Context: an optimization exercise on an open-source flow, tuned for small area. The choices shown serve that exercise and are no tape-out recipe.
In this exercise RTL edits were held to simulation tests only and were not proved equivalent to the original.
No activity file was given, so power comes from the tool's default toggle rates.

== v6 ==
==> flow/design.v <==
module regfile_pending #(
    parameter int ADDR_W   = 5,
    parameter int ZERO_REG = 1
) (
    input  logic                   clock,
    input  logic                   reset_n,
    input  logic [3:0]             lo1,         
    input  logic [7:0]             hi1,         
    input  logic [3:0]             lo2,         
    input  logic [7:0]             hi2,         
    input  logic [31:1]            wr_dec,      
    input  logic [3:0]             iss_lo,      
    input  logic [7:0]             iss_hi,      
    input  logic                   wb_hit_s1,   
    input  logic                   wb_hit_s2,   
    output logic                   stall,
    output logic [31:0]            pending
);
    logic [31:1] pending_q;
    logic [31:1] pending_d;
    logic        pend_s1, pend_s2;
    for (genvar i = 1; i < 32; i++) begin : g_row
        regfile_pendrow u_row (
            .iss_lo (iss_lo[i % 4]),
            .iss_hi (iss_hi[i / 4]),
            .we     (wr_dec[i]),
            .q      (pending_q[i]),
            .d      (pending_d[i])
        );
    end
    always_ff @(posedge clock or negedge reset_n) begin
        if (!reset_n) begin
            pending_q <= '0;
        end else begin
            pending_q <= pending_d;
        end
    end
    regfile_pendsel u_pend_s1 (.lo (lo1), .hi (hi1), .pend ({pending_q, 1'b0}), .q (pend_s1));
    regfile_pendsel u_pend_s2 (.lo (lo2), .hi (hi2), .pend ({pending_q, 1'b0}), .q (pend_s2));
    assign stall   = (pend_s1 && !wb_hit_s1) || (pend_s2 && !wb_hit_s2);
    assign pending = {pending_q, 1'b0};
endmodule
module regfile_pendrow (
    input  logic iss_lo,
    input  logic iss_hi,
    input  logic we,
    input  logic q,
    output logic d
);
    assign d = (iss_lo && iss_hi) || (q && !we);
endmodule
module regfile_pendsel (
    input  logic [3:0]  lo,
    input  logic [7:0]  hi,
    input  logic [31:0] pend,
    output logic        q
);
    logic [7:0] grp;
    regfile_oh3 u_grp0 (.sel (lo[3:1]), .data (pend[3:1]), .q (grp[0]));
    for (genvar k = 1; k < 8; k++) begin : g_grp
        regfile_oh4 u_grp (.sel (lo), .data (pend[4*k +: 4]), .q (grp[k]));
    end
    regfile_oh8 u_top (.sel (hi), .data (grp), .q (q));
endmodule
module regfile_oh3 (
    input  logic [2:0] sel,
    input  logic [2:0] data,
    output logic       q
);
    assign q = |(sel & data);
endmodule
module regfile_oh4 (
    input  logic [3:0] sel,
    input  logic [3:0] data,
    output logic       q
);
    assign q = |(sel & data);
endmodule
module regfile_oh8 (
    input  logic [7:0] sel,
    input  logic [7:0] data,
    output logic       q
);
    assign q = |(sel & data);
endmodule
module regfile_scoreboard #(
    parameter int DATA_W   = 32,
    parameter int ADDR_W   = 5,
    parameter int ZERO_REG = 1
) (
    input  logic                   clock,
    input  logic                   reset_n,
    input  logic [ADDR_W-1:0]      w_address_s1,
    input  logic [ADDR_W-1:0]      w_address_s2,
    output logic [DATA_W-1:0]      w_data_s1val,
    output logic [DATA_W-1:0]      w_data_s2val,
    input  logic                   w_wr_en,
    input  logic [ADDR_W-1:0]      w_address_d,
    input  logic [DATA_W-1:0]      w_data_dval,
    input  logic                   w_issue_en,
    input  logic [ADDR_W-1:0]      w_issue_addr,
    output logic                   w_stall,
    output logic [(1<<ADDR_W)-1:0] w_pending
);
    logic [31:0] regs_q [1:31];
    logic [31:0] regs_d [1:31];
    logic [31:1] wr_dec_n;
    logic [31:1] valid_q, valid_d;
    logic [3:0]  lo1, lo2, lod, loi;
    logic [7:0]  hi1, hi2, hid, hii;
    logic [31:1] wr_dec, sel_s1, sel_s2;
    logic        wb_hit_s1, wb_hit_s2, byp_s1, byp_s2;
    regfile_predec2  u_lo1 (.a (w_address_s1[1:0]), .y (lo1));
    regfile_predec2  u_lo2 (.a (w_address_s2[1:0]), .y (lo2));
    regfile_predec2  u_lod (.a (w_address_d[1:0]),  .y (lod));
    regfile_predec2  u_loi (.a (w_issue_addr[1:0]), .y (loi));
    regfile_predec3  u_hi1 (.a (w_address_s1[4:2]), .y (hi1));
    regfile_predec3  u_hi2 (.a (w_address_s2[4:2]), .y (hi2));
    regfile_predec3e u_hid (.a (w_address_d[4:2]),  .en (w_wr_en),    .y (hid));
    regfile_predec3e u_hii (.a (w_issue_addr[4:2]), .en (w_issue_en), .y (hii));
    for (genvar i = 1; i < 32; i++) begin : g_ctl
        regfile_rowctl u_ctl (
            .lo1     (lo1[i % 4]),
            .hi1     (hi1[i / 4]),
            .lo2     (lo2[i % 4]),
            .hi2     (hi2[i / 4]),
            .lod     (lod[i % 4]),
            .hid     (hid[i / 4]),
            .valid_q (valid_q[i]),
            .we      (wr_dec[i]),
            .we_n    (wr_dec_n[i]),
            .sel1    (sel_s1[i]),
            .sel2    (sel_s2[i]),
            .valid_d (valid_d[i])
        );
    end
    assign wb_hit_s1 = w_wr_en && (w_address_d == w_address_s1);
    assign wb_hit_s2 = w_wr_en && (w_address_d == w_address_s2);
    assign byp_s1    = reset_n && wb_hit_s1 && (w_address_s1 != '0);
    assign byp_s2    = reset_n && wb_hit_s2 && (w_address_s2 != '0);
    regfile_pending #(
        .ADDR_W   (ADDR_W),
        .ZERO_REG (ZERO_REG)
    ) u_pending (
        .clock     (clock),
        .reset_n   (reset_n),
        .lo1       (lo1),
        .hi1       (hi1),
        .lo2       (lo2),
        .hi2       (hi2),
        .wr_dec    (wr_dec),
        .iss_lo    (loi),
        .iss_hi    (hii),
        .wb_hit_s1 (wb_hit_s1),
        .wb_hit_s2 (wb_hit_s2),
        .stall     (w_stall),
        .pending   (w_pending)
    );
    always_ff @(posedge clock or negedge reset_n) begin
        if (!reset_n) begin
            valid_q <= '0;
        end else begin
            valid_q <= valid_d;
        end
    end
    for (genvar i = 1; i < 32; i++) begin : g_row
        regfile_hold u_hold (
            .we   (wr_dec[i]),
            .we_n (wr_dec_n[i]),
            .wd   (w_data_dval),
            .q    (regs_q[i]),
            .d    (regs_d[i])
        );
    end
    always_ff @(posedge clock) begin
        for (int i = 1; i < 32; i++) begin
            regs_q[i] <= regs_d[i];
        end
    end
    for (genvar b = 0; b < DATA_W; b++) begin : g_rd
        logic [31:1] col;
        for (genvar i = 1; i < 32; i++) begin : g_col
            assign col[i] = regs_q[i][b];
        end
        regfile_rdbit u_rd1 (
            .sel  ({sel_s1, byp_s1}),
            .data ({col, w_data_dval[b]}),
            .q    (w_data_s1val[b])
        );
        regfile_rdbit u_rd2 (
            .sel  ({sel_s2, byp_s2}),
            .data ({col, w_data_dval[b]}),
            .q    (w_data_s2val[b])
        );
    end
endmodule
module regfile_rowctl (
    input  logic lo1,
    input  logic hi1,
    input  logic lo2,
    input  logic hi2,
    input  logic lod,
    input  logic hid,
    input  logic valid_q,
    output logic we,
    output logic we_n,
    output logic sel1,
    output logic sel2,
    output logic valid_d
);
    logic live;
    regfile_and2  u_we   (.a ({lod, hid}),       .y (we));
    regfile_inv   u_we_n (.a (we),               .y (we_n));
    assign live    = valid_q && !we;
    regfile_and3 u_sel1 (.a ({lo1, hi1, live}), .y (sel1));
    regfile_and3 u_sel2 (.a ({lo2, hi2, live}), .y (sel2));
    assign valid_d = valid_q || we;
endmodule
module regfile_hold (
    input  logic        we,
    input  logic        we_n,
    input  logic [31:0] wd,
    input  logic [31:0] q,
    output logic [31:0] d
);
    assign d = ({32{we}} & wd) | ({32{we_n}} & q);
endmodule
module regfile_and2 (
    input  logic [1:0] a,
    output logic       y
);
    assign y = &a;
endmodule
module regfile_and3 (
    input  logic [2:0] a,
    output logic       y
);
    assign y = &a;
endmodule
module regfile_predec2 (
    input  logic [1:0] a,
    output logic [3:0] y
);
    for (genvar k = 0; k < 4; k++) begin : g_y
        assign y[k] = (a == 2'(k));
    end
endmodule
module regfile_predec3 (
    input  logic [2:0] a,
    output logic [7:0] y
);
    for (genvar k = 0; k < 8; k++) begin : g_y
        assign y[k] = (a == 3'(k));
    end
endmodule
module regfile_predec3e (
    input  logic [2:0] a,
    input  logic       en,
    output logic [7:0] y
);
    for (genvar k = 0; k < 8; k++) begin : g_y
        assign y[k] = en && (a == 3'(k));
    end
endmodule
module regfile_rdbit (
    input  logic [31:0] sel,
    input  logic [31:0] data,
    output logic        q
);
    logic [10:0] grp_n;
    logic [2:0]  part;
    for (genvar g = 0; g < 10; g++) begin : g_grp
        regfile_aoi3 u_aoi (
            .s  (sel[3*g +: 3]),
            .d  (data[3*g +: 3]),
            .qn (grp_n[g])
        );
    end
    regfile_aoi2 u_aoi_last (
        .s  (sel[31:30]),
        .d  (data[31:30]),
        .qn (grp_n[10])
    );
    regfile_nand4 u_nand_0 (.a (grp_n[3:0]),  .y (part[0]));
    regfile_nand4 u_nand_1 (.a (grp_n[7:4]),  .y (part[1]));
    regfile_nand3 u_nand_2 (.a (grp_n[10:8]), .y (part[2]));
    regfile_or3   u_or     (.a (part),        .y (q));
endmodule
module regfile_aoi3 (
    input  logic [2:0] s,
    input  logic [2:0] d,
    output logic       qn
);
    assign qn = ~|(s & d);
endmodule
module regfile_aoi2 (
    input  logic [1:0] s,
    input  logic [1:0] d,
    output logic       qn
);
    assign qn = ~|(s & d);
endmodule
module regfile_inv (
    input  logic a,
    output logic y
);
    assign y = ~a;
endmodule
module regfile_nand3 (
    input  logic [2:0] a,
    output logic       y
);
    assign y = ~&a;
endmodule
module regfile_nand4 (
    input  logic [3:0] a,
    output logic       y
);
    assign y = ~&a;
endmodule
module regfile_or3 (
    input  logic [2:0] a,
    output logic       y
);
    assign y = |a;
endmodule
export LEC_CHECK = 0
export CAP_MARGIN = 20
export CORE_MARGIN = 2
export CORE_UTILIZATION = 25
export PLACE_DENSITY = 0.7
export SLEW_MARGIN = 20
export SYNTH_HIERARCHICAL = 1
create_clock -name core_clock -period 8.0 [get_ports {clock}]
standard.sh (not shown) runs the stock make flow with config.mk's settings and CLKGATE_MAP_FILE= SYNTH_SCRIPT=/design/flow/synth_recipe.tcl, a recipe that flattens the netlist after the stock synthesis.
==> flow/flow/run.sh <==
#!/bin/bash
# Own flow: the standard ORFS layout (standard.sh, unchanged synthesis)
# with these changes:
#  - port buffers are buf_1 instead of the default delay buffer;
#  - before global placement, the AND gates that drive a whole register row
#    are sized up (flow/upsize_fanout.tcl), so they need no buffers;
#  - before repair_design, the other combinational cells are set to the
#    smallest size of their family (flow/downsize.tcl), so repair sizes up
#    only where needed;
#  - CTS uses clkbuf_8 with smaller clusters and no dummy loads.
# Each ORFS step writes its full log under orfs/logs/; standard.sh's own
# output goes to standard.log here.
set -euo pipefail
here=$(pwd)
export BUFFER_PORTS_ARGS="-buffer_cell sky130_fd_sc_hd__buf_1"
export PRE_GLOBAL_PLACE_TCL="$here/flow/upsize_fanout.tcl"
export PRE_RESIZE_TCL="$here/flow/downsize.tcl"
export CTS_ARGS="-sink_clustering_enable -repair_clock_nets -dont_use_dummy_load -buf_list sky130_fd_sc_hd__clkbuf_8 -sink_clustering_size 16 -sink_clustering_max_diameter 50"
bash standard.sh > "$here/standard.log" 2>&1
Other scripts of this flow, unchanged in this note and not shown: flow/flow/downsize.tcl, flow/flow/upsize_fanout.tcl
--- input diff v6..v7 ---
diff --git a/flow/flow/run.sh b/flow/flow/run.sh
--- a/flow/flow/run.sh
+++ b/flow/flow/run.sh
@@ -10 +10 @@
-#  - CTS uses clkbuf_8 with smaller clusters and no dummy loads.
+#  - CTS uses clkbuf_4 with small clusters and no dummy loads.
@@ -18 +18 @@
-export CTS_ARGS="-sink_clustering_enable -repair_clock_nets -dont_use_dummy_load -buf_list sky130_fd_sc_hd__clkbuf_8 -sink_clustering_size 16 -sink_clustering_max_diameter 50"
+export CTS_ARGS="-sink_clustering_enable -repair_clock_nets -dont_use_dummy_load -buf_list sky130_fd_sc_hd__clkbuf_4 -sink_clustering_size 10 -sink_clustering_max_diameter 35"
### Flow results
Combinational share of power: v7 vs v6 up 0.3 points. v7 vs. v6: first-pass GRT wire length went up; worst setup slack after layout went up; non-clock buffer contribution to total cell area did not really move; total via count in the routed design went up; time the final worst path needs with I/O delays and setup went down. Going from v6 to v7, worst IR drop on VDD grows by about 8%. In v7 relative to v6, number of antenna violations at the first check in global routing had gone up by a few percent. The non-clock buffer count reported for v7 is greater than that of v6 by 0.36%. v7 has clock share of power below what v6 had.

-- separate check: timing with driven ports --
How much do the figures lean on ideal ports? The routed layouts below were timed once more, with nothing changed but the port constraints. Step 1: set_driving_cell puts a clkbuf_16 on clock and a buf_2 on each other input, an assumption about the parent block. Step 2, shift: input delay + t, output delay - t, t = (earliest + latest rising clock arrival at the registers) / 2. This alone moves slack from input paths to output paths. Slacks: ideal ports / drivers / drivers and shift; pairs: ideal ports / drivers.
| run | t (ns) | slack for setup (ns) | worst setup path after step 2 | latest minus earliest clock arrival (ns) |
|---|---|---|---|---|
| v6 | 0.848 | 1.081 / 1.054 / 1.054 | input to output | 0.131 / 0.131 |
| v7 | 1.181 | 1.084 / 1.054 / 1.054 | input to output | 0.169 / 0.169 |
After both steps setup and hold are still met in every run listed. The setup slack of v7, which loses most, moves by -0.030 ns with the drivers and by -0.030 ns with both steps.
